Source: an optimization exercise on an open RTL-to-GDS flow (aim: small area and few clock cycles). Production flows keep margins and buffers that such runs may drop.
Function was checked by simulation only, so behaviour that the tests miss may differ from the original.
No activity file was given, so power comes from the tool's default toggle rates.

### flow/design.v
`default_nettype none
package usb_tx_pkg;
  typedef logic [7:0] host_byte_t;
  typedef struct packed {
    logic [3:0] check;
    logic [3:0] pid_type;
  } pid_fields_t;
  typedef union packed {
    logic [7:0]  raw;
    pid_fields_t f;
  } pid_t;
  typedef struct packed {
    logic [7:0] data;
    logic       last;   
    logic       pid;    
  } buf_entry_t;
  typedef struct packed {
    logic drive;   
    logic dp;
    logic dm;
  } line_t;
endpackage
`default_nettype wire
`timescale 1ns/1ps
`default_nettype none
module host_write_port (
  input  logic                   clock,
  input  logic                   reset,
  input  logic                   req,
  input  usb_tx_pkg::host_byte_t wdata,
  output logic                   ack,
  output logic                   pid_error,
  output logic                   wr_en,
  input  logic                   wr_slot,
  input  logic                   full,
  output logic                   hdr_done,   
  input  logic                   pending
);
  logic [5:0] rem;        
  logic       pid_next;   
  logic       pid_ok;
  logic       len_in;
  logic       pid_in;
  logic       good;
  logic       last_in;
  logic       can;
  logic       accept;
  assign len_in   = (rem == '0);
  assign pid_in   = !len_in && pid_next;
  assign good     = pid_in ? (wdata[7:4] == ~wdata[3:0]) : pid_ok;
  assign last_in  = (rem == 6'd1);
  assign hdr_done = len_in || pid_in || !pid_ok;
  assign can    = len_in || !good || (wr_slot && !full && !(pid_in && pending));
  assign accept = req && !ack && can;
  assign wr_en  = accept && !len_in && good;
  always_ff @(posedge clock) begin
    if (reset) begin
      ack       <= 1'b0;
      pid_error <= 1'b0;
      rem       <= '0;
    end else begin
      ack       <= accept || (ack && req);
      pid_error <= accept && last_in && !good;
      if (accept) rem <= len_in ? wdata[5:0] : rem - 6'd1;
    end
  end
  always_ff @(posedge clock) begin
    if (accept) pid_next <= len_in;
    if (accept && pid_in) pid_ok <= good;
  end
endmodule
`default_nettype wire
`timescale 1ns/1ps
`default_nettype none
module packet_buffer (
  input  logic       clock,
  input  logic       reset,
  input  logic       wr_en,
  input  logic [7:0] wdata,
  output logic       wr_slot,    
  input  logic       rd_en,
  output logic       rd_slot,    
  output logic [7:0] tap,
  output logic       full,
  output logic       empty
);
  localparam int K = 31;
  localparam logic [4:0] Z     = 5'b11111;
  localparam logic [4:0] Z_M3  = 5'b10011;   
  logic [K*8-1:0] ring;
  logic [4:0]     wt;
  logic [4:0]     rt;
  logic           lw;    
  assign tap     = ring[K*8-1 -: 8];
  assign wr_slot = (wt == Z);
  assign rd_slot = (rt == Z);
  assign full    = (wt == rt) && lw;
  assign empty   = (wt == rt) && !lw;
  always_ff @(posedge clock) begin
    ring <= {ring[K*8-9:0], wr_en ? wdata : tap};
  end
  always_ff @(posedge clock) begin
    if (reset) begin
      wt <= Z;
      rt <= Z;
      lw <= 1'b0;
    end else begin
      wt <= wr_en ? Z_M3 : {wt[3:0], wt[4] ^ wt[2]};
      rt <= rd_en ? Z_M3 : {rt[3:0], rt[4] ^ rt[2]};
      if (wr_en || rd_en) lw <= wr_en;
    end
  end
endmodule
`default_nettype wire
`timescale 1ns/1ps
`default_nettype none
module line_serializer (
  input  logic              clock,
  input  logic              reset,
  input  logic              hdr_done,  
  output logic              pending,   
  input  logic              rd_slot,
  input  logic              empty,
  input  logic [7:0]        tap,
  output logic              rd_en,
  output usb_tx_pkg::line_t line,
  output logic              busy
);
  typedef enum logic [2:0] {
    S_IDLE = 3'b000,
    S_SYNC = 3'b001,
    S_PID  = 3'b010,
    S_DATA = 3'b011,
    S_CRC  = 3'b100,
    S_TAIL = 3'b110    
  } state_t;
  state_t      state;
  logic [1:0]  cyc;
  logic [2:0]  ones;      
  logic [2:0]  bit_idx;
  logic [7:0]  sh;        
  logic [7:0]  nx;
  logic        nxv;
  logic        shv;       
  logic        lvl;
  logic        crc_lo;    
  logic [15:0] crc;
  logic        drained;   
  logic bit_sh, fb, hdr;
  logic tick, stuff, tail, stream, in_byte, in_crc, cur, din;
  logic bitstep, bytedone, start, preload, sh_load, se0;
  assign tick     = (cyc == 2'd3);
  assign stuff    = (ones == 3'b100);    
  assign busy     = (state != S_IDLE);
  assign tail     = (state == S_TAIL);
  assign stream   = busy && !tail;
  assign in_byte  = (state == S_PID) || (state == S_DATA);
  assign in_crc   = (state == S_CRC);
  assign bit_sh   = sh[bit_idx];
  assign cur      = (state == S_SYNC) ? (bit_idx == 3'd7) : in_crc ? ~crc[0] : bit_sh;
  assign din      = in_crc ? crc[0] : bit_sh;
  assign fb       = crc[0] ^ din;
  assign hdr      = (state == S_SYNC) || (state == S_PID);
  assign bitstep  = tick && stream && !stuff;
  assign bytedone = bitstep && (bit_idx == 3'd7);
  assign start    = !busy && hdr_done && (!empty || nxv || shv);
  assign preload  = (!busy || state == S_SYNC) && !shv && nxv;
  assign sh_load  = preload || (bytedone && in_byte && nxv);
  assign rd_en    = !nxv && rd_slot && !empty && !(busy && drained);
  assign pending  = !empty || (busy ? !drained : (nxv || shv));
  assign se0  = tail && (bit_idx[0] ^ bit_idx[1]);
  assign line = {busy, busy && !se0 && lvl, busy && !se0 && !lvl};
  always_ff @(posedge clock) begin
    if (rd_en) nx <= tap;
    if (sh_load) sh <= nx;
    if (bitstep)
      crc <= {hdr || fb, crc[15], crc[14] ^ (fb && !hdr), crc[13:2], crc[1] ^ (fb && !hdr)};
  end
  always_ff @(posedge clock) begin
    if (reset) begin
      state   <= S_IDLE;
      nxv     <= 1'b0;
      shv     <= 1'b0;
      cyc     <= '0;
      drained <= 1'b0;
      ones    <= 3'b001;
      lvl     <= 1'b1;
    end else begin
      if (tick) ones <= (stuff || !cur || tail) ? 3'b001 : {ones[1:0], ones[2] ^ ones[1]};
      if (tick && (stuff || (!cur && stream))) lvl <= !lvl;
      else if (tick && tail && bit_idx == 3'd2) lvl <= 1'b1;
      cyc     <= busy ? cyc + 2'd1 : 2'd0;
      drained <= busy && (drained || empty);
      if (rd_en) nxv <= 1'b1;
      else if (sh_load) nxv <= 1'b0;
      if (bytedone && state == S_SYNC) shv <= 1'b0;
      else if (preload) shv <= 1'b1;
      if (!busy) bit_idx <= '0;
      else if (tick && !stuff) bit_idx <= bit_idx + 3'd1;
      if (bytedone && state == S_SYNC) crc_lo <= (sh[1:0] == 2'b11);
      else if (bytedone && in_crc) crc_lo <= 1'b0;
      if (start) state <= S_SYNC;
      else if (tick) begin
        case (state)
          S_SYNC:  if (bytedone) state <= S_PID;
          S_PID, S_DATA:
            if (bytedone) state <= nxv ? S_DATA : crc_lo ? S_CRC : S_TAIL;
          S_CRC:   if (bytedone && !crc_lo) state <= S_TAIL;
          S_TAIL:  if (!stuff && bit_idx == 3'd3) state <= S_IDLE;
          default: state <= S_IDLE;
        endcase
      end
    end
  end
endmodule
`default_nettype wire
`timescale 1ns/1ps
`default_nettype none
module usb_tx_top (
  input  logic                   clock,
  input  logic                   reset,
  input  logic                   req,
  input  usb_tx_pkg::host_byte_t wdata,
  output logic                   ack,
  output logic                   pid_error,
  output usb_tx_pkg::line_t      line,
  output logic                   busy
);
  logic       wr_en;
  logic       full;
  logic       empty;
  logic       wr_slot;
  logic       rd_slot;
  logic       rd_en;
  logic [7:0] tap;
  logic       hdr_done;
  logic       pending;
  host_write_port u_host_write_port (
    .clock     (clock),
    .reset     (reset),
    .req       (req),
    .wdata     (wdata),
    .ack       (ack),
    .pid_error (pid_error),
    .wr_en     (wr_en),
    .wr_slot   (wr_slot),
    .full      (full),
    .hdr_done  (hdr_done),
    .pending   (pending)
  );
  packet_buffer u_packet_buffer (
    .clock   (clock),
    .reset   (reset),
    .wr_en   (wr_en),
    .wdata   (wdata),
    .wr_slot (wr_slot),
    .rd_en   (rd_en),
    .rd_slot (rd_slot),
    .tap     (tap),
    .full    (full),
    .empty   (empty)
  );
  line_serializer u_line_serializer (
    .clock    (clock),
    .reset    (reset),
    .hdr_done (hdr_done),
    .pending  (pending),
    .rd_slot  (rd_slot),
    .empty    (empty),
    .tap      (tap),
    .rd_en    (rd_en),
    .line     (line),
    .busy     (busy)
  );
endmodule
`default_nettype wire
### flow/flow/run.sh
#!/bin/bash
# The standard layout with two changes: synthesis maps the logic with an
# area-oriented ABC script (flow/synth.tcl, flow/area.abc), and the port
# buffers are the smallest buffer cell. Each step's output goes to its own log.
set -euo pipefail
here=$(pwd)
export BUFFER_PORTS_ARGS="-buffer_cell sky130_fd_sc_hd__buf_1"
export AREA_ABC_SCRIPT=$here/flow/area.abc
export FLOW_SYNTH_TCL=$here/synth_recipe.tcl
sed -E "s#SYNTH_SCRIPT=('[^']*'|[^ ]*)#SYNTH_SCRIPT=$here/flow/synth.tcl#" standard.sh > area_synth.sh
grep -q "SYNTH_SCRIPT=$here/flow/synth.tcl" area_synth.sh
bash area_synth.sh synth > synth_step.log 2>&1
bash standard.sh > layout_steps.log 2>&1
### flow/flow/area.abc
&get -n
&st
&dch -f
&nf -R 1000
&put
strash
&get -n
&st
&dch -f
&nf -R 1000
&put
topo
dnsize -c
### flow/flow/synth.tcl
# The standard flow's synthesis script, with ABC's logic mapping done by the area-oriented
# script flow/area.abc instead of ORFS's speed script. Registers are untouched.
proc abc {args} {
  set new {}
  set skip 0
  foreach a $args {
    if {$skip} { set skip 0; continue }
    if {$a eq "-script"} { set skip 1; lappend new -script $::env(AREA_ABC_SCRIPT); continue }
    lappend new $a
  }
  yosys abc {*}$new
}
source $::env(FLOW_SYNTH_TCL)
### flow/standard.sh
#!/bin/bash
# synth_recipe.tcl (not shown) runs the flow's synth.tcl, then flattens the netlist and writes it again
# the make line also repeats each setting of config.mk as NAME=value (left out here)
make -C /OpenROAD-flow-scripts/flow DESIGN_CONFIG=/design/flow/config.mk WORK_HOME=/design/flow/orfs CLKGATE_MAP_FILE= SYNTH_SCRIPT=/design/flow/synth_recipe.tcl "${@:-finish}"
### flow/config.mk
export PLATFORM = sky130hd
export DESIGN_NAME = usb_tx_top
export DESIGN_NICKNAME = usb_tx_top
export VERILOG_FILES = /design/flow/design.v
export SDC_FILE = /design/flow/constraint.sdc
export NUM_CORES = 4
export LEC_CHECK = 0
export CAP_MARGIN = 20
export CORE_MARGIN = 2
export CORE_UTILIZATION = 80
export CTS_BUF_LIST = sky130_fd_sc_hd__clkbuf_8
export CTS_CLUSTER_DIAMETER = 50
export CTS_CLUSTER_SIZE = 16
export SLEW_MARGIN = 20
### flow/constraint.sdc
create_clock -name core_clock -period 10.0 [get_ports {clock}]
set_input_delay 2.0000 -clock core_clock [delete_from_list [all_inputs] [get_ports {clock}]]
set_output_delay 2.0000 -clock core_clock [all_outputs]
set_load 0.01 [all_outputs]
==> out/results.tsv, run 1 <==
metric	value	unit
grt_overflow	0	
setup_viol	0	
portBuffers	16	
fmax	0.237	GHz
synth-seq-area-share	84.9	%
arrival	4630	ps
io_pins	17	
wl	15.0	mm
cts_root_buf	clkbuf_8	
ys_warn_count	3	
worst_pin_slew	794	ps
dieWidth	104	µm
setup_slack	5770	ps
nets	570	
p_leak	3.29	nW
dp_hpwl	8.77	mm
core_area	0.00968	mm²
crit_fanout	16	
route.detailed.wl_per_inst	21.8	µm
p_sw_share	27.6	%
vias	4002	
whs	324	ps
synth.most_common_cell	dfxtp_1	
first_iter_violations	475	
grt_pass1_vias	4219	
syn_area	0.00793	mm²
cts_buffers	23	
cts_buffer_depth	3	
cts_setup_buffers	0	
power.switching	0.725	mW
place_area	0.00817	mm²
synth-main-ff-cell	dfxtp_1	
start_util	81.8	%
fin_area	0.00852	mm²
pwr-share-comb	13.5	%
clk_pin_slew	100	ps
htree_levels	1	
cts_hold_buf	0	
drive_above_1_share	5.56	%
ys_seq_elements	317	
syn_nets	526	
intPower	1.91	mW
maxCapViolations	0	
power	2.63	mW
vias_per_cell	5.79	
tns	0	ps
area_delta_synth_final	7.56	%
status	finished clean	
place_congestion	0.837	
finalCritPeriodShare	42.3	%
n_antenna_cell	0	
path_class	in2reg	
synthCells	508	
synth_area_leaders	dfxtp_1, edfxtp_1, a21oi_1, nor2_1, mux2_1	
rsz0062_at_grt	no	
die_h	104	µm
power.ir.vdd_worst	0.000238	V
grt_pass1_wl	23.8	mm
clock-sinks	317	
grt_usage	29.2	%
drc	0	
period_minus_slack	4230	ps
post-route-util	88.0	%
ant_nets	0	
synth_edf_count	38	
hold_path.class	reg2reg	
dr.pass1.iters	5	
p_seq_share	64.7	%
fin_cells	691	
grt_max_degree	33	
antenna_found_initial	0	
slew_headroom	46.7	%
cp-start-kind	primary input	
drv_slew	0	
synth_top_area_cell	dfxtp_1	
p_clk_share	21.8	%
powerDensity	309	mW/mm²
die_area	0.0107	mm²
synth_cell_types	34	
rows	36	
synth.top_cells.by_count	dfxtp_1, edfxtp_1, nor2_1	
insertion_delay	520	ps
dpl_worst_slack	5040	ps
postCtsResizedCells	0	
hold_violations	0	
endpoint_kind	register	
tritoncts	done	
post-place-cells	660	
synth_top_area_share	70.5	%
fin_skew	22.5	ps
fill_cells	339	
syn_avg_cell_area	15.6	µm²
async_reset_ff_share	0	%
required	10400	ps
## power groups by stage
stage	clock (mW)	combinational, mW	sequential, mW
4_1_cts	0.576	0.345	1.70
3_5_place_dp	0	0.322	1.72
5_1_grt	0.622	0.377	1.72
2_1_floorplan	0	0.222	1.66
6_report	0.573	0.355	1.70
3_3_place_gp	0	0.273	1.69
## logic make-up after synthesis
kind of cell	Yosys count	share of synthesized area [%]
AO/OA/AOI/OAI	52	3.92
XOR/XNOR	17	1.88
adder cells (fa/ha/maj)	7	1.11
buffers and inverters	14	0.711
flip-flops	317	84.9
multiplexers	11	1.83
AND/OR/NAND/NOR	90	5.68
## placed cells by master, fill, tap and decap left out, types with 6 or more instances in the layout
cell,count
nor2_1,28
nand2b_1,6
buf_1,16
xor2_1,8
dfxtp_1,279
clkinv_1,13
xnor2_1,9
ha_1,7
o21ai_0,11
nand2_1,12
mux2_1,8
clkbuf_8,23
edfxtp_1,38
inv_1,7
nor3_1,12
a21oi_1,21
## layer usage
metal | vias to the layer above | GRT usage (%) | part of all wire, %
met4 | 0 | 12.1 | 4.8
met3 | 73 | 4.66 | 7.2
met1 | 1913 | 37.2 | 38
li1 | 1774 | - | -
met5 | - | 0 | 0
met2 | 242 | 50.5 | 50
## worst max-delay path, cell delays in order
cell and delay, ps:
buf_1 130, xor2_1 210, nand4_1 120, o21ai_0 180
nand2_1 190, a31oi_1 100, nor3b_1 270, buf_4 270
nor2b_2 660, clkinv_1 250, a21o_1 240
## layout make-up
cell class                      count  area (µm²)  share of cell area [%]
Clock buffer                       23         317                    3.71
Clock inverter                      8        31.3                   0.367
Inverter                           13        48.8                   0.572
Multi-Input combinational cell    177        1140                    13.4
Sequential cell                   317        6730                    78.9
Tap cell                          133         166                    1.95
Timing Repair Buffer               20        90.1                    1.06
## worst paths after layout
check / from / endpoint / slack [ps] / cells after the start
worst max register to register: u_host_write_port.rem[0] / u_packet_buffer.wt[3] / 6130 / 13
worst min-delay path: u_packet_buffer.ring[39] / u_packet_buffer.ring[47] / 320 / 0
worst min register to register: u_packet_buffer.ring[39] / u_packet_buffer.ring[47] / 320 / 0
worst max-delay path: wdata[1] / u_packet_buffer.wt[3] / 5770 / 11
## state kept, by name, indices dropped and copies added (netlist names), 2 cells and up
name                       flops
u_line_serializer.sh           8
u_packet_buffer.rt             5
u_line_serializer.nx           8
u_line_serializer.crc         16
u_line_serializer.ones         3
u_line_serializer.cyc          2
u_packet_buffer.ring         248
u_line_serializer.state        3
u_line_serializer.bit_idx      3
u_host_write_port.rem          6
u_packet_buffer.wt             5
Testbench counts, summed over its fixed seeds: cycles 131,526.
==> inputs of run 2 (changes only) <==
--- a/flow/config.mk
+++ b/flow/config.mk
@@ -11,4 +11,4 @@
 export CTS_BUF_LIST = sky130_fd_sc_hd__clkbuf_8
 export CTS_CLUSTER_DIAMETER = 50
-export CTS_CLUSTER_SIZE = 16
+export CTS_CLUSTER_SIZE = 18
 export SLEW_MARGIN = 20
==> run 2 against run 1 <==
Critical path type unchanged. Count of clock-buffer cells in the layout shrank 2. Global-route usage rose by 1.3 points. Sequential share of layout area decreased by 0.058 points. Synthesized cell count is the same. Sequential power about the same. Clock power is 3% higher. Utilization increased by 0.065 points. Sequential cell count did not move. Non-clock buffer count is the same. Setup slack got worse by 110 ps. Power rose by 1.1%. Largest power group unchanged.
==> out/results.tsv, run 2 <==
metric	value	unit
finalCritPeriodShare	43.3	%
power.switching	0.743	mW
synth.most_common_cell	dfxtp_1	
drv_slew	0	
vias_per_cell	5.88	
insertion_delay	520	ps
p_clk_share	22.1	%
vias	4060	
syn_nets	526	
setup_viol	0	
synthCells	508	
portBuffers	16	
setup_slack	5670	ps
grt_max_degree	33	
area_delta_synth_final	7.64	%
power.ir.vdd_worst	0.000229	V
top_regs	u_packet_buffer.ring (248), u_line_serializer.crc (16)	
cts_root_buf	clkbuf_8	
reg2regPathDepth	13	
period_minus_slack	4330	ps
worst_pin_slew	768	ps
layout_common_cells	dfxtp_1, edfxtp_1, nor2_1	
hold_path.class	reg2reg	
synth_top_area_share	70.5	%
nets	568	
fin_skew	20.2	ps
powerDensity	312	mW/mm²
endpoint_kind	register	
postCtsResizedCells	0	
drive_above_1_share	5.38	%
clock-sinks	317	
rows	36	
synth_area_leaders	dfxtp_1, edfxtp_1, a21oi_1, nor2_1, mux2_1	
first_iter_violations	376	
async_reset_ff_share	0	%
grt_pass1_vias	4305	
fmax	0.231	GHz
p_sw_share	27.9	%
hold_violations	0	
power	2.66	mW
p_seq_share	64.2	%
die_area	0.0107	mm²
required	10420	ps
grt_overflow	0	
hold_start	u_packet_buffer.ring[224]	
htree_levels	1	
fin_area	0.00853	mm²
rsz0062_at_grt	no	
cts_setup_buffers	0	
whs	325	ps
arrival	4750	ps
crit_start	wdata[4]	
synth_cell_types	34	
place_area	0.00817	mm²
syn_avg_cell_area	15.6	µm²
ys_seq_elements	317	
grt_usage	30.5	%
dpl_worst_slack	5040	ps
ys_warn_count	3	
cts_hold_buf	0	
status	finished clean	
slew_headroom	48.5	%
fin_cells	691	
cp-start-kind	primary input	
io_pins	17	
drc	0	
core_area	0.00968	mm²
fill_cells	332	
dr.pass1.iters	5	
synth-main-ff-cell	dfxtp_1	
antenna_found_initial	2	
synth_edf_count	38	
largest_reg_flops	248	
dieWidth	104	µm
regMostFlops	u_packet_buffer.ring	
intPower	1.92	mW
dp_hpwl	8.77	mm
tritoncts	done	
synth.top_cells.by_count	dfxtp_1, edfxtp_1, nor2_1	
ant_nets	0	
cts_buffers	21	
wl	15.8	mm
route.detailed.wl_per_inst	22.8	µm
maxCapViolations	0	
cts_buffer_depth	3	
p_leak	3.29	nW
n_antenna_cell	0	
path_class	in2reg	
final_common_cell	dfxtp_1	
tns	0	ps
hold_depth	0	
synth-seq-area-share	84.9	%
post-place-cells	660	
clk_pin_slew	110	ps
crit_fanout	16	
r2r_start	u_host_write_port.rem[0]	
post-route-util	88.1	%
place_congestion	0.837	
grt_pass1_wl	24.6	mm
syn_area	0.00793	mm²
die_h	104	µm
synth_top_area_cell	dfxtp_1	
start_util	81.8	%
pwr-share-comb	13.7	%
==> run 2: cell count changes in the layout (fill, tap and decap cells not counted) <==
cell       before  now
bufinv_16       0    1
clkbuf_8       23   21
inv_1           7    8
==> run 2: metal layers <==
layer / share of wire (%) / vias to the layer above / track usage, %
met3: 7.2 / 90 / 6.67
met1: 38 / 1931 / 38.2
met5: 0.17 / - / 0
met2: 49 / 261 / 51.6
li1: - / 1774 / -
met4: 5.6 / 4 / 13.9
==> run 2: path summary, 6_finish.rpt <==
check / to / slack (ps)
worst min register to register: u_packet_buffer.ring[232] / 320
worst max register to register: u_packet_buffer.wt[2] / 6050
worst min-delay path: u_packet_buffer.ring[232] / 320
worst max-delay path: u_packet_buffer.wt[2] / 5670
==> run 2: layout make-up <==
type                    count  area (µm²)  share of cell area (%)
clock buffers              21         289                    3.39
clock inverters            10        65.1                   0.763
inverters                  13        48.8                   0.572
multi-input cells         177        1140                    13.4
flip-flops and latches    317        6730                    78.9
well taps                 133         166                    1.95
repair buffers             20        90.1                    1.06
==> run 2: worst max-delay path, cell delays in order <==
cell and delay (ps):
buf_1 230, xor2_1 140, nand4_1 120, o21ai_0 200
nand2_1 180, a31oi_1 90, nor3b_1 310, buf_4 290
nor2b_2 680, clkinv_1 250, a21o_1 250
==> run 2: power by group through the flow <==
| stage | registers (mW) | clock network [mW] | logic [mW] |
|---|---|---|---|
| 2_1_floorplan | 1.66 | 0 | 0.222 |
| 3_3_place_gp | 1.69 | 0 | 0.273 |
| 3_5_place_dp | 1.72 | 0 | 0.322 |
| 5_1_grt | 1.73 | 0.636 | 0.385 |
| 6_report | 1.71 | 0.588 | 0.364 |
| 4_1_cts | 1.70 | 0.594 | 0.351 |
==> run 2: cell families (layout without fill, tap and decap cells) <==
kind of cell,after synthesis,count (layout),synth area share [%]
mux,11,11,1.83
compound gates,52,52,3.92
flops,317,317,84.9
xor+xnor,17,17,1.88
buf+inv,14,64,0.711
fa+ha+maj,7,7,1.11
simple gates,90,90,5.68
==> inputs of run 3 (changes only) <==
--- a/flow/config.mk
+++ b/flow/config.mk
@@ -6,9 +6,9 @@
 export NUM_CORES = 4
 export LEC_CHECK = 0
-export CAP_MARGIN = 20
+export CAP_MARGIN = 5
 export CORE_MARGIN = 2
-export CORE_UTILIZATION = 80
+export CORE_UTILIZATION = 70
 export CTS_BUF_LIST = sky130_fd_sc_hd__clkbuf_8
 export CTS_CLUSTER_DIAMETER = 50
 export CTS_CLUSTER_SIZE = 18
-export SLEW_MARGIN = 20
+export SLEW_MARGIN = 5
==> run 3 against run 2 <==
Utilization down 10 points. Power shrank 5.7%. Combinational power decreased by 21%. Cell area shrank 0.15%. Global-route usage shrank 13 points. Cell count is 0.72% higher. Largest cell class unchanged. Sequential share of layout area rose by 0.12 points. Via count down 13%. Largest power group unchanged. Highest routed layer is now met4. Fmax rose by 4.3%. Wire length fell by 36%. Critical endpoint unchanged. Clock power down 6.6%.
==> out/results.tsv, run 3 <==
metric	value	unit
status	finished clean	
powerDensity	294	mW/mm²
syn_nets	526	
synth_edf_count	38	
htree_levels	1	
grt_pass1_wl	17.2	mm
tritoncts	done	
critPathMaxStageDelay	890	ps
worst_pin_slew	1250	ps
fin_skew	25.6	ps
async_reset_ff_share	0	%
grt_usage	17.2	%
cp-start-kind	primary input	
dr.pass1.iters	4	
ys_seq_elements	317	
rows	38	
antenna_found_initial	0	
portBuffers	16	
met2_usage	25.2	%
finalCritPeriodShare	41.5	%
cts_buffer_depth	3	
drc	0	
slew_headroom	15.8	%
syn_area	0.00793	mm²
busiest_layer	met1	
cts_buffers	21	
die_h	110	µm
core_area	0.0109	mm²
place_congestion	0.815	
cts_root_buf	clkbuf_8	
clk_pin_slew	110	ps
p_leak	3.27	nW
post-place-cells	666	
hold_start	u_packet_buffer.ring[8]	
cts_setup_buffers	0	
insertion_delay	520	ps
reg2regPathDepth	13	
largest_reg_flops	248	
rsz0062_at_grt	no	
drv_slew	0	
fmax	0.241	GHz
crit_fanout	16	
die_area	0.0122	mm²
synth_area_leaders	dfxtp_1, edfxtp_1, a21oi_1, nor2_1, mux2_1	
route.detailed.wl_per_inst	14.4	µm
period_minus_slack	4150	ps
grt_overflow	0	
crit_buf_inv	3	
crit_chain	buf_1 > xor2_1 > nand4_1 > o21ai_0 > nand2_1 > a31oi_1 > nor3b_1 > buf_4 > nor2b_1 > clkinv_1 > a21o_1	
grt_pass1_vias	3535	
vias_per_cell	5.07	
regMostFlops	u_packet_buffer.ring	
dieWidth	110	µm
fin_cells	696	
io_pins	17	
final_common_cell	dfxtp_1	
clock-sinks	317	
cp.depth	11	
dpl_worst_slack	5370	ps
met3_usage	3.07	%
rr_endpoint	u_packet_buffer.wt[2]	
synthCells	508	
path_class	in2reg	
power.ir.vdd_worst	0.000201	V
critical-path-top-delay-family	simple AND/OR/NAND/NOR gates	
synth_top_area_cell	dfxtp_1	
hold_depth	0	
maxCapViolations	0	
ant_nets	0	
reg2reg_slack	6510	ps
synth-seq-area-share	84.9	%
power	2.51	mW
vias	3530	
fill_cells	656	
endpoint_kind	register	
place_area	0.00818	mm²
hold_violations	0	
min_to	u_packet_buffer.ring[16]	
tns	0	ps
layout_common_cells	dfxtp_1, edfxtp_1, nor2_1	
postCtsResizedCells	0	
synth.most_common_cell	dfxtp_1	
synth_top_area_share	70.5	%
fin_area	0.00852	mm²
syn_avg_cell_area	15.6	µm²
n_antenna_cell	0	
arrival	4570	ps
synth_cell_types	34	
ys_warn_count	3	
groute.layer.met1.usage	26.1	%
setup_viol	0	
grt_max_degree	33	
top_regs	u_packet_buffer.ring (248), u_line_serializer.crc (16)	
synth-main-ff-cell	dfxtp_1	
hold_path.class	reg2reg	
wl	10.1	mm
synth.top_cells.by_count	dfxtp_1, edfxtp_1, nor2_1	
area_delta_synth_final	7.48	%
dp_hpwl	6.27	mm
nets	567	
setup_slack	5850	ps
cts_hold_buf	0	
required	10420	ps
r2r_start	u_host_write_port.rem[0]	
drive_above_1_share	5.40	%
start_util	72.5	%
first_iter_violations	224	
cp_slowest_cell	nor2b_1	
-- run 3: cell counts after synthesis --
No cell type changed its count.
-- run 3: kinds of logic after synthesis --
kind of cell	after synthesis	synth area share (%)
xor+xnor	17	1.88
fa+ha+maj	7	1.11
simple gates	90	5.68
flops	317	84.9
compound gates	52	3.92
mux	11	1.83
buf+inv	14	0.711
-- run 3: layer usage --
layer  wire length [µm]  share of wire [%]
met1               5020                 50
met2               4310                 43
met3                480                4.8
met4                244                2.4
met5                  0                  0
-- run 3: stage by stage --
step | hold WS, ps | utilization, %
6_report | 318 | 77.9
5_1_grt | 332 | 77.9
3_3_place_gp | 310 | 74.8
4_1_cts | 321 | 77.9
3_5_place_dp | 312 | 74.8
2_1_floorplan | 310 | -
-- run 3: how the worst max path moves through the flow --
stage                         from               endpoint  slack [ps]
final                     wdata[1]  u_packet_buffer.wt[2]        5850
after global routing      wdata[1]  u_packet_buffer.wt[2]        5550
after CTS                 wdata[1]  u_packet_buffer.wt[2]        5910
after detailed placement  wdata[1]  u_packet_buffer.wt[2]        5370
after global placement    wdata[1]  u_packet_buffer.wt[3]        5560
after floorplan           wdata[1]  u_packet_buffer.wt[2]        5420
-- run 3: final cells by class --
cell class / count / area [µm²] / share of cell area [%]
Clock buffer: 22 / 303 / 3.55
Clock inverter: 8 / 37.5 / 0.441
Inverter: 13 / 48.8 / 0.573
Multi-Input combinational cell: 177 / 1140 / 13.4
Sequential cell: 317 / 6730 / 79.0
Tap cell: 140 / 175 / 2.06
Timing Repair Buffer: 19 / 82.6 / 0.969
-- run 3: power by group --
group | switching, mW | internal, mW | leakage, nW
Combinational | 0.171 | 0.116 | 0.450
Clock | 0.346 | 0.204 | 0.190
Sequential | 0.0980 | 1.57 | 2.63
==> inputs of run 4 (changes only) <==
--- a/flow/config.mk
+++ b/flow/config.mk
@@ -6,5 +6,5 @@
 export NUM_CORES = 4
 export LEC_CHECK = 0
-export CAP_MARGIN = 5
+export CAP_MARGIN = 20
 export CORE_MARGIN = 2
 export CORE_UTILIZATION = 70
@@ -12,3 +12,3 @@
 export CTS_CLUSTER_DIAMETER = 50
 export CTS_CLUSTER_SIZE = 18
-export SLEW_MARGIN = 5
+export SLEW_MARGIN = 20
==> run 4 against run 3 <==
Die area did not move. Combinational power barely moved. Fmax rose by 0.83%. Sequential power barely moved. Clock skew fell by 1.3 ps. First-iteration DRC count rose by 4.0%. Critical endpoint unchanged. Largest cell class unchanged.
==> out/results.tsv, run 4 <==
metric	value	unit
critPathMaxStageDelay	870	ps
first_iter_violations	233	
grt_pass1_vias	3562	
arrival	4530	ps
cts_hold_buf	0	
synth-main-ff-cell	dfxtp_1	
wl	10.0	mm
ys_seq_elements	317	
endpoint_kind	register	
syn_nets	526	
die_area	0.0122	mm²
synth-seq-area-share	84.9	%
dr.pass1.iters	4	
hold_path.class	reg2reg	
clock-sinks	317	
synth_cell_types	34	
post-place-cells	666	
synth_edf_count	38	
period_minus_slack	4120	ps
fin_cells	696	
layout_common_cells	dfxtp_1, edfxtp_1, nor2_1	
cts_setup_buffers	0	
fin_area	0.00852	mm²
place_area	0.00818	mm²
route.detailed.wl_per_inst	14.4	µm
drive_above_1_share	5.40	%
cts_buffers	21	
fmax	0.243	GHz
io_pins	17	
power	2.50	mW
largest_reg_flops	248	
rows	38	
tritoncts	done	
place_congestion	0.815	
drc	0	
p_leak	3.27	nW
htree_levels	1	
cts_buffer_depth	3	
synth.top_cells.by_count	dfxtp_1, edfxtp_1, nor2_1	
vias	3553	
setup_slack	5880	ps
synth_area_leaders	dfxtp_1, edfxtp_1, a21oi_1, nor2_1, mux2_1	
synth_top_area_cell	dfxtp_1	
crit_chain	buf_1 > xor2_1 > nand4_1 > o21ai_0 > nand2_1 > a31oi_1 > nor3b_1 > buf_4 > nor2b_1 > clkinv_1 > a21o_1	
drv_slew	0	
synthCells	508	
start_util	72.5	%
syn_avg_cell_area	15.6	µm²
dieWidth	110	µm
required	10410	ps
grt_overflow	0	
clk_pin_slew	110	ps
crit_fanout	16	
n_antenna_cell	0	
top_regs	u_packet_buffer.ring (248), u_line_serializer.crc (16)	
die_h	110	µm
rsz0062_at_grt	no	
worst_pin_slew	1070	ps
postCtsResizedCells	0	
vias_per_cell	5.10	
dp_hpwl	6.26	mm
status	finished clean	
cp_slowest_cell	nor2b_1	
powerDensity	294	mW/mm²
grt_max_degree	33	
grt_usage	17.1	%
regMostFlops	u_packet_buffer.ring	
nets	567	
insertion_delay	510	ps
tns	0	ps
async_reset_ff_share	0	%
synth_top_area_share	70.5	%
synth.most_common_cell	dfxtp_1	
grt_pass1_wl	17.2	mm
cts_root_buf	clkbuf_8	
fin_skew	24.3	ps
finalCritPeriodShare	41.2	%
setup_viol	0	
final_common_cell	dfxtp_1	
maxCapViolations	0	
slew_headroom	28.4	%
portBuffers	16	
post-route-util	77.9	%
syn_area	0.00793	mm²
cp-start-kind	primary input	
ys_warn_count	3	
whs	316	ps
hold_violations	0	
ant_nets	0	
core_area	0.0109	mm²
path_class	in2reg	
dpl_worst_slack	5370	ps
power.ir.vdd_worst	0.000201	V
area_delta_synth_final	7.48	%
antenna_found_initial	0	
-- run 4: cell type report --
class / instances / area (µm²)
Timing Repair Buffer: 19 / 82.6
Sequential cell: 317 / 6730
Clock inverter: 8 / 37.5
Fill cell: 657 / 2420
Multi-Input combinational cell: 177 / 1140
Tap cell: 140 / 175
Inverter: 13 / 48.8
Clock buffer: 22 / 303
-- run 4: layer usage --
layer	routed length [µm]	track usage, %	part of all wire (%)	vias to the layer above
met1	4960	25.4	49	1687
met5	0	0	0	-
met2	4300	25.6	43	72
li1	-	-	-	1775
met3	538	3.90	5.4	19
met4	232	5.17	2.3	0
-- run 4: where the power goes --
part / internal [mW] / switching, mW
sequential: 1.57 / 0.0973
combinational: 0.117 / 0.171
clock: 0.203 / 0.342
-- run 4: worst paths after layout --
kind                         startpoint                       end  slack [ps]  depth (start not counted)
max                            wdata[1]     u_packet_buffer.wt[2]        5880                         11
min            u_packet_buffer.ring[16]  u_packet_buffer.ring[24]         320                          0
min reg2reg    u_packet_buffer.ring[16]  u_packet_buffer.ring[24]         320                          0
max reg2reg  u_line_serializer.state[1]     u_packet_buffer.wt[2]        6560                         12
-- run 4: worst max-delay path, delay by kind of cell --
kind	cells	cell delay, ps
AO/OA/AOI/OAI	3	430
XOR/XNOR	1	190
AND/OR/NAND/NOR	4	1290
buffers and inverters	3	600
-- run 4: cells by family after synthesis --
group	share of synthesized area [%]
DFF	84.9
and+or+nand+nor	5.68
AOI/OAI and AO/OA	3.92
xor gates and xnor gates	1.88
buffers and inverters	0.711
muxes	1.83
adders and majority gates	1.11
==> inputs of run 5 (changes only) <==
--- a/flow/config.mk
+++ b/flow/config.mk
@@ -12,3 +12,5 @@
 export CTS_CLUSTER_DIAMETER = 50
 export CTS_CLUSTER_SIZE = 18
+export GPL_ROUTABILITY_DRIVEN = 0
+export GPL_TIMING_DRIVEN = 0
 export SLEW_MARGIN = 20
==> run 5 against run 4 <==
Synthesized cell count unchanged. Power up 1.7%. Sequential power about the same. First-iteration DRC count down 3.0%. Clock skew down 3.5 ps. Wire length up 9.5%. Register-to-register slack about the same. Setup slack worse by 190 ps. Clock power up 5.3%. Global-route usage up 1.2 points. Cell area up 0.43%. Largest power group unchanged.
==> out/results.tsv, run 5 <==
metric	value	unit
cp_slowest_cell	nor3_2	
clock-sinks	317	
reg2reg_slack	6550	ps
cts_buffers	22	
hold_violations	0	
clk_pin_slew	110	ps
wl	11.0	mm
drive_above_1_share	6.63	%
tritoncts	done	
regMostFlops	u_packet_buffer.ring	
maxCapViolations	0	
postCtsResizedCells	0	
core_area	0.0109	mm²
p_leak	3.29	nW
arrival	2310	ps
htree_levels	1	
vias_per_cell	5.10	
rows	38	
synth_top_area_cell	dfxtp_1	
synth-seq-area-share	84.9	%
cts_root_buf	clkbuf_8	
dp_hpwl	6.84	mm
die_area	0.0122	mm²
worst_pin_slew	825	ps
powerDensity	298	mW/mm²
async_reset_ff_share	0	%
slew_headroom	44.9	%
grt_max_degree	33	
cts_buffer_depth	3	
whs	319	ps
synth_top_area_share	70.5	%
io_pins	17	
synth_edf_count	38	
required	8000	ps
critPathMaxStageDelay	630	ps
synth.top_cells.by_count	dfxtp_1, edfxtp_1, nor2_1	
first_iter_violations	226	
drv_slew	0	
setup_viol	0	
vias	3561	
grt_pass1_wl	18.0	mm
drc	0	
syn_nets	526	
cts_hold_buf	0	
finalCritPeriodShare	43.1	%
path_class	reg2out	
synth_cell_types	34	
dieWidth	110	µm
fin_skew	20.8	ps
rsz0062_at_grt	no	
top_regs	u_packet_buffer.ring (248), u_line_serializer.crc (16)	
synth_area_leaders	dfxtp_1, edfxtp_1, a21oi_1, nor2_1, mux2_1	
dr.pass1.iters	4	
synth.most_common_cell	dfxtp_1	
synthCells	508	
synth-main-ff-cell	dfxtp_1	
crit_chain	nor3_2 > clkinv_1 > buf_4 > buf_1	
power.ir.vdd_worst	0.000221	V
portBuffers	16	
status	finished clean	
route.detailed.wl_per_inst	15.7	µm
endpoint_kind	primary output	
period_minus_slack	4310	ps
tns	0	ps
ant_nets	0	
ys_warn_count	3	
fmax	0.232	GHz
hold_path.class	reg2reg	
crit_fanout	10	
syn_area	0.00793	mm²
syn_avg_cell_area	15.6	µm²
grt_pass1_vias	3588	
final_common_cell	dfxtp_1	
grt_overflow	0	
die_h	110	µm
cts_setup_buffers	0	
ys_seq_elements	317	
insertion_delay	530	ps
area_delta_synth_final	7.94	%
antenna_found_initial	0	
layout_common_cells	dfxtp_1, edfxtp_1, nor2_1	
grt_usage	18.3	%
fin_area	0.00855	mm²
place_area	0.00818	mm²
start_util	72.5	%
n_antenna_cell	0	
cp-start-kind	register	
nets	567	
largest_reg_flops	248	
[run 5: cell counts after synthesis]
Identical to the previous run, type by type.
[run 5: power by group]
group,leakage (nW),internal [mW],switching (mW)
logic,0.453,0.118,0.178
clock network,0.210,0.217,0.358
registers,2.63,1.57,0.103
[run 5: critical path, delay by kind of cell (launching register included)]
kind                   cells  cell delay (ps)
buffers and inverters      3              780
and+or+nand+nor            1              630
DFF                        1              380
[run 5: logic make-up after synthesis]
kind of cell,synth area share [%]
flip-flops,84.9
AND/OR/NAND/NOR,5.68
AO/OA/AOI/OAI,3.92
XOR/XNOR,1.88
buffers and inverters,0.711
multiplexers,1.83
adder cells (fa/ha/maj),1.11
[run 5: through the flow]
stage | instances | utilization (%) | setup slack (ps) | power (mW)
floorplan | 508 | - | 5420 | 1.88
CTS | 698 | 78.2 | 5200 | 2.57
global placement | 664 | 74.6 | 4460 | 1.96
finish | 698 | 78.2 | 5690 | 2.55
global route | 698 | 78.2 | 5580 | 2.67
detailed placement | 665 | 74.8 | 5430 | 2.00
[run 5: final timing paths]
| path | from | end | cells after the start |
|---|---|---|---|
| min reg2reg | u_packet_buffer.ring[68] | u_packet_buffer.ring[76] | 0 |
| max | u_line_serializer.state[1] | line[2] | 4 |
| max reg2reg | u_line_serializer.state[1] | u_packet_buffer.ring[6] | 9 |
| min | u_packet_buffer.ring[68] | u_packet_buffer.ring[76] | 0 |
[run 5: area by class of cell]
cell class                      count  area [µm²]
Clock inverter                     10        53.8
Clock buffer                       23         317
Multi-Input combinational cell    177        1160
Fill cell                         629        2380
Tap cell                          140         175
Timing Repair Buffer               17        68.8
Buffer                              1        7.51
Inverter                           13        48.8
Sequential cell                   317        6730
[run 5: routing by layer]
layer  wire length [µm]  global-route usage, %  part of all wire, %
met1               5030                   25.2                   46
met3                504                   4.23                  4.6
met5                  0                      0                    0
met4                291                   6.08                  2.6
met2               5160                   29.1                   47
==> inputs of run 6 (changes only) <==
==> flow/flow/area.abc (replaced) <==
&get -n
&st
&deepsyn -T 20
&dch -f
&nf -R 1000
&put
topo
dnsize -c
--- a/flow/config.mk
+++ b/flow/config.mk
@@ -12,5 +12,3 @@
 export CTS_CLUSTER_DIAMETER = 50
 export CTS_CLUSTER_SIZE = 18
-export GPL_ROUTABILITY_DRIVEN = 0
-export GPL_TIMING_DRIVEN = 0
 export SLEW_MARGIN = 20
==> run 6 against run 5 <==
Critical path type unchanged. Register-to-register slack worse by 30 ps. Synthesized cell count fell by 1.6%. Setup slack worse by 280 ps. Sequential share of layout area up 1.1 points. Critical path depth increased by 1. Combinational power decreased by 14%.
==> out/results.tsv, run 6 <==
metric	value	unit
route.detailed.wl_per_inst	14.8	µm
synth.most_common_cell	dfxtp_1	
worst_pin_slew	905	ps
cts_setup_buffers	0	
groute.layer.met1.usage	24.8	%
postCtsResizedCells	0	
syn_area	0.00786	mm²
rows	38	
crit_fanout	8	
synth-seq-area-share	85.6	%
finalCritPeriodShare	45.9	%
synth.top_cells.by_count	dfxtp_1, edfxtp_1, nor2_1	
reg2reg_slack	6520	ps
met3_usage	3.56	%
hold_path.class	reg2reg	
start_util	72.2	%
insertion_delay	530	ps
fin_skew	21.3	ps
cts_root_buf	clkbuf_8	
dieWidth	110	µm
status	finished clean	
rsz0062_at_grt	no	
p_sw_share	24.4	%
layout_common_cells	dfxtp_1, edfxtp_1, nor2_1	
synth_top_area_cell	dfxtp_1	
rr_endpoint	u_packet_buffer.ring[7]	
die_area	0.0121	mm²
hold_violations	0	
portBuffers	16	
final_common_cell	dfxtp_1	
synthCells	500	
first_iter_violations	284	
io_pins	17	
power.switching	0.599	mW
met2_usage	27.7	%
fin_area	0.00844	mm²
setup_slack	5410	ps
busiest_layer	met2	
p_seq_share	67.6	%
htree_levels	1	
hold_start	u_packet_buffer.ring[26]	
syn_avg_cell_area	15.7	µm²
required	8000	ps
synth-main-ff-cell	dfxtp_1	
async_reset_ff_share	0	%
grt_max_degree	32	
powerDensity	290	mW/mm²
fin_cells	688	
min_to	u_packet_buffer.ring[34]	
tns	0	ps
dr.pass1.iters	4	
area_delta_synth_final	7.36	%
drive_above_1_share	4.93	%
whs	315	ps
pwr-share-comb	10.3	%
intPower	1.85	mW
setup_viol	0	
r2r_start	u_line_serializer.state[1]	
cp-start-kind	register	
synth_edf_count	38	
place_area	0.00810	mm²
fmax	0.218	GHz
n_antenna_cell	0	
slew_headroom	39.2	%
syn_nets	518	
cts_hold_buf	0	
clk_pin_slew	120	ps
regMostFlops	u_packet_buffer.ring	
arrival	2590	ps
wl	10.2	mm
ys_warn_count	3	
synth_cell_types	37	
antenna_found_initial	0	
endpoint_kind	primary output	
grt_pass1_vias	3408	
core_area	0.0109	mm²
clock-sinks	317	
multi_input_area	0.00107	mm²
top_regs	u_packet_buffer.ring (248), u_line_serializer.crc (16)	
grt_usage	17.6	%
synth_area_leaders	dfxtp_1, edfxtp_1, nor2_1, mux2_1, ha_1	
vias_per_cell	5.03	
p_leak	3.28	nW
dpl_worst_slack	5600	ps
reg2regPathDepth	9	
place_congestion	0.853	
path_class	reg2out	
post-place-cells	657	
power.ir.vdd_worst	0.000185	V
largest_reg_flops	248	
dp_hpwl	6.55	mm
drv_slew	0	
vias	3463	
grt_pass1_wl	16.2	mm
maxCapViolations	0	
cts_buffer_depth	3	
power	2.45	mW
period_minus_slack	4590	ps
grt_overflow	0	
post-route-util	77.5	%
cts_buffers	21	
die_h	110	µm
nets	558	
hold_depth	0	
synth_top_area_share	71.1	%
p_clk_share	22.1	%
fill_cells	649	
drc	0	
ys_seq_elements	317	
tritoncts	done	
final-seq-area	0.00673	mm²
ant_nets	0	
## run 6: cell types whose count changed in the layout (fill, tap and decap cells not counted), sizes merged, moves of 4 or more
| cell | delta |
|---|---|
| xnor2 | -4 |
| or3 | -4 |
| nand2 | +11 |
| a21oi | -10 |
| nor2b | +4 |
| nand4 | -4 |
## run 6: logic make-up (layout without fill, tap and decap cells)
| kind of cell | Yosys count | in the layout | synth area share, % |
|---|---|---|---|
| AND/OR/NAND/NOR | 94 | 94 | 5.75 |
| AO/OA/AOI/OAI | 44 | 44 | 3.52 |
| XOR/XNOR | 13 | 13 | 1.45 |
| flip-flops | 317 | 317 | 85.6 |
| buffers and inverters | 14 | 62 | 0.717 |
| multiplexers | 11 | 11 | 1.85 |
| adder cells (fa/ha/maj) | 7 | 7 | 1.11 |
## run 6: area by class of cell
cell class,instances,area share [%]
timing repair buffer,18,0.890
sequential,317,79.7
inverter,13,0.578
clock buffer,21,3.43
tap,140,2.08
clock inverter,10,0.549
multi-input combinational,169,12.7
## run 6: worst max-delay path: stages (launching register included)
cell	delay [ps]
dfxtp_1	410
nor3_1	770
clkinv_1	460
o21ai_0	230
nor2b_1	70
buf_1	130
## run 6: how the worst max path moves through the flow
stage / from / to / slack, ps / cells past startpoint
finish: u_line_serializer.state[1] / line[1] / 5410 / 5
global route: u_line_serializer.state[1] / line[1] / 5120 / 5
CTS: u_line_serializer.state[1] / line[1] / 5450 / 5
detailed placement: wdata[0] / u_packet_buffer.ring[0] / 5600 / 9
global placement: wdata[0] / u_packet_buffer.ring[4] / 5800 / 9
floorplan: wdata[7] / u_packet_buffer.ring[0] / 6240 / 8
## run 6: power by group through the flow
stage,combinational [mW],sequential (mW),clock (mW)
2_1_floorplan,0.197,1.64,0
3_3_place_gp,0.242,1.67,0
3_5_place_dp,0.251,1.68,0
4_1_cts,0.252,1.66,0.560
5_1_grt,0.290,1.68,0.601
6_report,0.253,1.66,0.541
## run 6: layer usage
metal / routed length, µm / part of all wire (%) / vias up
met2: 4620 / 45 / 58
li1: - / - / 1743
met1: 5040 / 49 / 1647
met5: 0 / 0 / -
met4: 169 / 1.7 / 0
met3: 369 / 3.6 / 15
==> inputs of run 7 (changes only) <==
--- a/flow/config.mk
+++ b/flow/config.mk
@@ -8,7 +8,7 @@
 export CAP_MARGIN = 20
 export CORE_MARGIN = 2
-export CORE_UTILIZATION = 70
+export CORE_UTILIZATION = 75
 export CTS_BUF_LIST = sky130_fd_sc_hd__clkbuf_8
 export CTS_CLUSTER_DIAMETER = 50
-export CTS_CLUSTER_SIZE = 18
+export CTS_CLUSTER_SIZE = 19
 export SLEW_MARGIN = 20
==> run 7 against run 6 <==
Sequential cell count is the same. Worst hold slack improved by 8.9 ps. Cell area decreased by 0.19%. Fmax decreased by 2.7%.
==> out/results.tsv, run 7 <==
metric	value	unit
status	finished clean	
critical-path-top-delay-family	simple AND/OR/NAND/NOR gates	
synth_edf_count	38	
async_reset_ff_share	0	%
cts_root_buf	clkbuf_8	
dpl_worst_slack	5510	ps
synth_top_area_share	71.1	%
rr_endpoint	u_packet_buffer.ring[2]	
vias	3539	
htree_levels	1	
nets	557	
rsz0062_at_grt	no	
synth_cell_types	37	
grt_usage	20.6	%
syn_nets	518	
period_minus_slack	4720	ps
dp_hpwl	7.13	mm
fin_area	0.00842	mm²
slew_headroom	30.2	%
setup_viol	0	
synth.most_common_cell	dfxtp_1	
synth_area_leaders	dfxtp_1, edfxtp_1, nor2_1, mux2_1, ha_1	
worst_pin_slew	1040	ps
core_area	0.0102	mm²
drv_slew	0	
fin_skew	18.9	ps
insertion_delay	510	ps
hold_violations	0	
critPathCapture	line[1]	
final_common_cell	dfxtp_1	
reg2regPathDepth	9	
dieWidth	106	µm
crit_start	u_line_serializer.state[1]	
grt_overflow	0	
reg2reg_slack	6120	ps
ant_nets	0	
syn_area	0.00786	mm²
cp.depth	5	
die_h	106	µm
ys_warn_count	3	
grt_pass1_wl	18.1	mm
arrival	2720	ps
place_congestion	0.833	
drive_above_1_share	4.76	%
fmax	0.212	GHz
hold_depth	0	
io_pins	17	
fin_cells	682	
hold_path.class	reg2reg	
required	8000	ps
setup_slack	5280	ps
die_area	0.0113	mm²
crit_fanout	8	
path_class	reg2out	
drc	0	
cp-start-kind	register	
clock-sinks	317	
area_delta_synth_final	7.15	%
start_util	76.8	%
cts_setup_buffers	0	
tns	0	ps
antenna_found_initial	0	
dr.pass1.iters	4	
clk_pin_slew	120	ps
grt_pass1_vias	3652	
synth-seq-area-share	85.6	%
endpoint_kind	primary output	
cp_slowest_cell	nor3_1	
powerDensity	292	mW/mm²
layout_common_cells	dfxtp_1, edfxtp_1, nor2_1	
crit_chain	nor3_1 > clkinv_1 > o21ai_0 > nor2b_1 > buf_1	
cts_hold_buf	0	
synth_top_area_cell	dfxtp_1	
power	2.46	mW
grt_max_degree	32	
critPathMaxStageDelay	870	ps
largest_reg_flops	248	
place_area	0.00810	mm²
regMostFlops	u_packet_buffer.ring	
post-place-cells	653	
route.detailed.wl_per_inst	16.2	µm
synth-main-ff-cell	dfxtp_1	
tritoncts	done	
first_iter_violations	216	
syn_avg_cell_area	15.7	µm²
r2r_start	u_line_serializer.state[1]	
n_antenna_cell	0	
top_regs	u_packet_buffer.ring (248), u_line_serializer.crc (16)	
synthCells	500	
portBuffers	16	
rows	37	
maxCapViolations	0	
ys_seq_elements	317	
p_leak	3.28	nW
synth.top_cells.by_count	dfxtp_1, edfxtp_1, nor2_1	
finalCritPeriodShare	47.2	%
power.ir.vdd_worst	0.000195	V
postCtsResizedCells	0	
cts_buffers	20	
cts_buffer_depth	3	
wl	11.0	mm
vias_per_cell	5.19	
crit_buf_inv	2	
==> run 7: cell counts after synthesis <==
No cell type changed its count.
==> run 7: area by class of cell <==
cell class	count	area, µm²
Inverter	13	48.8
Fill cell	514	1810
Clock inverter	8	35.0
Clock buffer	21	289
Tap cell	136	170
Multi-Input combinational cell	169	1070
Timing Repair Buffer	18	75.1
Sequential cell	317	6730
==> run 7: through the flow <==
step / utilization, % / hold WS [ps]
3_5_place_dp: 79.1 / 312
3_3_place_gp: 79.1 / 310
4_1_cts: 82.3 / 322
5_1_grt: 82.3 / 318
6_report: 82.3 / 324
2_1_floorplan: - / 310
==> run 7: metal layers <==
| layer | track usage [%] | wire (µm) | up-vias |
|---|---|---|---|
| met5 | 0 | 0 | - |
| met3 | 3.68 | 516 | 18 |
| met1 | 28.3 | 5020 | 1697 |
| met4 | 6.02 | 170 | 0 |
| met2 | 34.2 | 5320 | 89 |
| li1 | - | - | 1735 |
==> run 7: logic make-up (layout without fill, tap and decap cells) <==
logic type / count (synthesis) / count (layout) / share of synthesized area [%]
adders and majority gates: 7 / 7 / 1.11
AOI/OAI and AO/OA: 44 / 44 / 3.52
and+or+nand+nor: 94 / 94 / 5.75
buffers and inverters: 14 / 60 / 0.717
muxes: 11 / 11 / 1.85
DFF: 317 / 317 / 85.6
xor gates and xnor gates: 13 / 13 / 1.45
==> run 7: worst reg2reg max path, cell delays in order (launching register included) <==
cell and delay (ps):
dfxtp_1 410, nor3_1 870, clkinv_1 500, nand2_1 240, a21boi_0 290, o21ai_0 140, a21oi_1 210, nor3b_1 160
nand2b_1 500, mux2_1 420
==> run 7: where the power goes <==
| part | total [mW] | internal [mW] | leakage [nW] | switching [mW] |
|---|---|---|---|---|
| combinational | 0.263 | 0.0971 | 0.466 | 0.166 |
| clock | 0.536 | 0.195 | 0.192 | 0.341 |
| sequential | 1.66 | 1.56 | 2.62 | 0.103 |
| total | 2.46 | 1.85 | 3.28 | 0.610 |
==> run 7: worst min-delay path by stage <==
| stage | startpoint | endpoint |
|---|---|---|
| after global placement | u_packet_buffer.ring[79] | u_packet_buffer.ring[87] |
| after global routing | u_packet_buffer.ring[16] | u_packet_buffer.ring[24] |
| after floorplan | u_packet_buffer.ring[92] | u_packet_buffer.ring[100] |
| after detailed placement | u_packet_buffer.ring[175] | u_packet_buffer.ring[183] |
| after CTS | u_packet_buffer.ring[32] | u_packet_buffer.ring[40] |
| final | u_packet_buffer.ring[16] | u_packet_buffer.ring[24] |
==> inputs of run 8 (changes only) <==
--- a/flow/config.mk
+++ b/flow/config.mk
@@ -12,3 +12,4 @@
 export CTS_CLUSTER_DIAMETER = 50
 export CTS_CLUSTER_SIZE = 19
+export PLACE_DENSITY = 0.85
 export SLEW_MARGIN = 20
==> run 8 against run 7 <==
Via count grew 2.9%. Sequential share of layout area shrank 0.17 points. Still clean. Utilization grew 0.17 points. Synthesized cell count is the same. Cell count grew 0.15%. Combinational power grew 6%. Power grew 1.9%. Setup slack gained 100 ps. Count of clock-buffer cells in the layout shrank 1. Critical path type unchanged.
==> out/results.tsv, run 8 <==
metric	value	unit
cp_slowest_cell	nor3_1	
p_leak	3.28	nW
synth_compound_gate_area_share	3.52	%
fmax	0.217	GHz
top_regs	u_packet_buffer.ring (248), u_line_serializer.crc (16)	
setup_viol	0	
hold_path.class	reg2reg	
synth-seq-area-share	85.6	%
rows	37	
synth_edf_count	38	
clock-sinks	317	
die_h	106	µm
drv_slew	0	
arrival	2610	ps
slew_headroom	38.1	%
syn_area	0.00786	mm²
wl	11.8	mm
die_area	0.0113	mm²
regMostFlops	u_packet_buffer.ring	
syn_avg_cell_area	15.7	µm²
io_pins	17	
start_util	76.8	%
synth_top_family_by_area	simple AND/OR/NAND/NOR gates	
synthCells	500	
ys_seq_elements	317	
async_reset_ff_share	0	%
cts_root_buf	clkbuf_8	
drive_above_1_share	4.76	%
synth_mux_area_share	1.85	%
critical-path-top-delay-family	simple AND/OR/NAND/NOR gates	
fin_skew	20.0	ps
cts_hold_buf	0	
finalCritPeriodShare	46.1	%
final-seq-area	0.00673	mm²
grt_max_degree	32	
crit_fanout	8	
critPathMaxStageDelay	780	ps
area_delta_synth_final	7.37	%
grt_pass1_vias	3815	
pwr-share-comb	11.1	%
power.ir.vdd_worst	0.000225	V
layout_common_cells	dfxtp_1, edfxtp_1, nor2_1	
portBuffers	16	
nets	556	
ant_nets	0	
path_class	reg2out	
synthSimpleGateAreaFrac	5.75	%
crit_chain	nor3_1 > clkinv_1 > o21ai_0 > nor2_1 > buf_1	
p_clk_share	22.5	%
final_common_cell	dfxtp_1	
fill_cells	501	
syn_nets	518	
intPower	1.87	mW
synth_top_area_share	71.1	%
synth.top_cells.by_count	dfxtp_1, edfxtp_1, nor2_1	
synth_xor_area_share	1.45	%
synth_top_area_cell	dfxtp_1	
worst_pin_slew	922	ps
cts_buffers	20	
grt_usage	22.4	%
synth_cell_types	37	
grt_overflow	0	
dpl_worst_slack	5450	ps
p_sw_share	25.4	%
synth-main-ff-cell	dfxtp_1	
cts_buffer_depth	3	
drc	0	
core_area	0.0102	mm²
multi_input_area	0.00108	mm²
p_seq_share	66.4	%
rsz0062_at_grt	no	
tritoncts	done	
synth_adder_area_share	1.11	%
hold_violations	0	
vias	3642	
clk_pin_slew	110	ps
maxCapViolations	0	
setup_slack	5390	ps
vias_per_cell	5.33	
dr.pass1.iters	7	
status	finished clean	
grt_pass1_wl	19.5	mm
largest_reg_flops	248	
insertion_delay	530	ps
dieWidth	106	µm
period_minus_slack	4610	ps
crit_buf_inv	2	
synth.most_common_cell	dfxtp_1	
power.switching	0.637	mW
cts_setup_buffers	0	
postCtsResizedCells	0	
htree_levels	1	
synth_area_leaders	dfxtp_1, edfxtp_1, nor2_1, mux2_1, ha_1	
first_iter_violations	267	
powerDensity	297	mW/mm²
cp-start-kind	register	
place_congestion	0.818	
route.detailed.wl_per_inst	17.2	µm
endpoint_kind	primary output	
required	8000	ps
tns	0	ps
antenna_found_initial	0	
dp_hpwl	7.28	mm
ys_warn_count	3	
[run 8: cell counts after synthesis]
No cell type changed its count.
[run 8: path summary, 6_finish.rpt]
path                                   start                        to  slack, ps  depth (start not counted)
setup / recovery  u_line_serializer.state[1]                   line[0]       5390                          5
hold / removal      u_packet_buffer.ring[70]  u_packet_buffer.ring[78]        330                          0
setup reg to reg  u_line_serializer.state[1]   u_packet_buffer.ring[0]       6190                          7
hold reg to reg     u_packet_buffer.ring[70]  u_packet_buffer.ring[78]        330                          0
[run 8: per-layer routing]
| layer | track usage, % | part of all wire [%] | wire length (µm) |
|---|---|---|---|
| met5 | 0 | 0 | 0 |
| met4 | 6.86 | 2.3 | 269 |
| met3 | 3.86 | 5.2 | 614 |
| met2 | 38.3 | 50 | 5850 |
| met1 | 29.6 | 43 | 5050 |
[run 8: area by class of cell]
type	count	share of cell area [%]
tap	136	2.02
inverter	13	0.578
clock inverter	10	0.816
sequential	317	79.7
timing repair buffer	17	0.801
multi-input combinational	169	12.8
clock buffer	20	3.26
antenna	1	0.0297
[run 8: worst reg2reg max path: cells and delay by family (launching register included)]
| kind | cells | cell delay, ps |
|---|---|---|
| DFF | 1 | 400 |
| AOI/OAI and AO/OA | 3 | 750 |
| and+or+nand+nor | 3 | 2060 |
| muxes | 1 | 480 |
[run 8: power by group through the flow]
stage	registers [mW]	logic [mW]	clock network (mW)
3_3_place_gp	1.67	0.240	0
5_1_grt	1.69	0.311	0.621
6_report	1.66	0.279	0.564
2_1_floorplan	1.64	0.197	0
3_5_place_dp	1.69	0.264	0
4_1_cts	1.67	0.275	0.580
[run 8: cell families (layout without fill, tap and decap cells)]
logic type,after synthesis,after routing
flops,317,317
simple gates,94,94
compound gates,44,44
buf+inv,14,60
xor+xnor,13,13
mux,11,11
fa+ha+maj,7,7
other cells,0,1
[run 8: per-stage QoR]
stage	hold slack [ps]	instance area [µm²]	util (%)	total power, mW	instances
global placement	310	8090	79.1	1.91	652
detailed placement	312	8090	79.1	1.95	652
floorplan	310	7860	-	1.84	500
CTS	330	8430	82.4	2.52	682
global route	334	8430	82.4	2.62	682
finish	328	8440	82.5	2.51	683
==> inputs of run 9 (changes only) <==
--- a/flow/config.mk
+++ b/flow/config.mk
@@ -8,8 +8,7 @@
 export CAP_MARGIN = 20
 export CORE_MARGIN = 2
-export CORE_UTILIZATION = 75
+export CORE_UTILIZATION = 80
 export CTS_BUF_LIST = sky130_fd_sc_hd__clkbuf_8
-export CTS_CLUSTER_DIAMETER = 50
-export CTS_CLUSTER_SIZE = 19
-export PLACE_DENSITY = 0.85
+export CTS_CLUSTER_DIAMETER = 45
+export CTS_CLUSTER_SIZE = 20
 export SLEW_MARGIN = 20
==> run 9 against run 8 <==
Clock power up 9.9%. Synthesized area unchanged. Die area down 6.0%. Critical path type unchanged. Highest routed layer unchanged. Cell area up 0.68%. Register-to-register slack worse by 300 ps.
==> out/results.tsv, run 9 <==
metric	value	unit
dr.pass1.iters	6	
grt_pass1_vias	3798	
maxCapViolations	0	
status	finished clean	
synth-main-ff-cell	dfxtp_1	
place_area	0.00809	mm²
syn_nets	518	
synth_top_area_share	71.1	%
htree_levels	1	
insertion_delay	550	ps
cts_root_buf	clkbuf_8	
antenna_found_initial	0	
tns	0	ps
route.detailed.wl_per_inst	20.8	µm
largest_reg_flops	248	
crit_fanout	8	
clock-sinks	317	
regMostFlops	u_packet_buffer.ring	
top_regs	u_packet_buffer.ring (248), u_line_serializer.crc (16)	
start_util	81.5	%
worst_pin_slew	971	ps
ant_nets	0	
fill_cells	350	
place_congestion	0.904	
cts_buffers	21	
wl	14.3	mm
hold_violations	0	
syn_avg_cell_area	15.7	µm²
fin_skew	25.2	ps
synth_top_area_cell	dfxtp_1	
io_pins	17	
synth-seq-area-share	85.6	%
ys_seq_elements	317	
syn_area	0.00786	mm²
synth.top_cells.by_count	dfxtp_1, edfxtp_1, nor2_1	
tritoncts	done	
fin_area	0.00849	mm²
vias_per_cell	5.55	
multi_input_area	0.00107	mm²
core_area	0.00964	mm²
drv_slew	0	
synth_cell_types	37	
layout_common_cells	dfxtp_1, edfxtp_1, nor2_1	
n_antenna_cell	0	
dieWidth	103	µm
period_minus_slack	4630	ps
setup_viol	0	
rsz0062_at_grt	no	
required	8000	ps
grt_usage	28.5	%
arrival	2630	ps
postCtsResizedCells	0	
grt_pass1_wl	21.6	mm
power	2.62	mW
cts_hold_buf	0	
cts_buffer_depth	3	
final_common_cell	dfxtp_1	
nets	558	
die_area	0.0106	mm²
grt_overflow	0	
slew_headroom	35.1	%
drive_above_1_share	5.80	%
rows	36	
cts_setup_buffers	0	
final-seq-area	0.00673	mm²
synth.most_common_cell	dfxtp_1	
async_reset_ff_share	0	%
die_h	103	µm
clk_pin_slew	120	ps
path_class	reg2out	
p_leak	3.31	nW
ys_warn_count	3	
hold_path.class	reg2reg	
dp_hpwl	8.34	mm
fmax	0.216	GHz
grt_max_degree	32	
portBuffers	16	
endpoint_kind	primary output	
power.ir.vdd_worst	0.000217	V
first_iter_violations	343	
synth_area_leaders	dfxtp_1, edfxtp_1, nor2_1, mux2_1, ha_1	
cp-start-kind	register	
powerDensity	308	mW/mm²
vias	3804	
drc	0	
area_delta_synth_final	8.11	%
synthCells	500	
finalCritPeriodShare	46.3	%
whs	305	ps
synth_edf_count	38	
[run 9: cell counts after synthesis]
No cell type changed its count.
[run 9: layout make-up]
class / count / area share, %
clock inverter: 14 / 1.34
multi-input combinational: 169 / 12.7
sequential: 317 / 79.2
inverter: 13 / 0.574
timing repair buffer: 18 / 0.884
tap: 133 / 1.96
clock buffer: 21 / 3.40
[run 9: final timing paths]
kind / slack, ps / depth (start not counted) / startpoint / endpoint
hold / removal: 310 / 0 / u_packet_buffer.ring[84] / u_packet_buffer.ring[92]
setup reg to reg: 5890 / 9 / u_line_serializer.state[1] / u_host_write_port.rem[4]
hold reg to reg: 310 / 0 / u_packet_buffer.ring[84] / u_packet_buffer.ring[92]
setup / recovery: 5370 / 5 / u_line_serializer.state[1] / line[1]
[run 9: report_power, final]
group | switching [mW] | internal, mW
sequential | 0.126 | 1.56
combinational | 0.215 | 0.0979
clock | 0.387 | 0.233
total | 0.729 | 1.89
[run 9: kinds of logic after synthesis]
group           after synthesis  synth area share [%]
buf+inv                      14                 0.717
simple gates                 94                  5.75
compound gates               44                  3.52
xor+xnor                     13                  1.45
fa+ha+maj                     7                  1.11
flops                       317                  85.6
mux                          11                  1.85
[run 9: metal layers]
metal | vias up | share of wire [%] | track usage (%)
met5 | - | 0 | 0
met4 | 0 | 5.2 | 14.9
met3 | 57 | 5.9 | 5.90
met2 | 196 | 50 | 48.7
met1 | 1805 | 39 | 34.5
li1 | 1746 | - | -
[run 9: worst max-delay path: stages, from the launching register on]
cell and delay (ps):
dfxtp_1 410, nor3_1 810, clkinv_1 440, o21ai_0 230, nor2b_1 80, buf_1 130
[run 9: through the flow]
| step | utilization [%] | setup WS [ps] | std cells |
|---|---|---|---|
| 2_1_floorplan | - | 6240 | 500 |
| 3_3_place_gp | 83.9 | 5820 | 650 |
| 3_5_place_dp | 83.9 | 5270 | 650 |
| 4_1_cts | 88.1 | 5420 | 685 |
| 5_1_grt | 88.1 | 5270 | 685 |
| 6_report | 88.1 | 5370 | 685 |

==> what the ideal ports hide <==
No port has a modelled driver above. Below, the same layouts with a new extraction and two added sets of constraints.
Step 1 assumes that a clkbuf_16 drives the clock port and a buf_2 every other input.
Step 2, shift: input delay + t, output delay - t, t = (earliest + latest rising clock arrival at the registers) / 2. This alone moves slack from input paths to output paths.
Three values: no drivers, after step 1, after step 2; two values: the first two.
run	t (ns)	slack for setup (ns)	worst setup path after step 2	worst data-port slew with drivers (ns)
run 1	0.540	5.774 / 5.770 / 5.231	input to register	0.05
run 2	0.548	5.668 / 5.662 / 5.114	input to register	0.05
run 3	0.542	5.848 / 5.865 / 5.323	input to register	0.07
run 4	0.538	5.882 / 5.898 / 5.360	input to register	0.06
run 5	0.552	5.689 / 5.653 / 5.767	input to register	0.05
run 6	0.548	5.411 / 5.377 / 5.542	input to register	0.06
run 7	0.532	5.282 / 5.247 / 5.464	input to register	0.06
run 8	0.553	5.386 / 5.352 / 5.326	input to register	0.05
run 9	0.573	5.369 / 5.330 / 5.028	input to register	0.06
After both steps setup and hold are still met in every run listed. The setup slack of run 2, which loses most, moves by -0.006 ns with the drivers and by -0.554 ns with both steps.
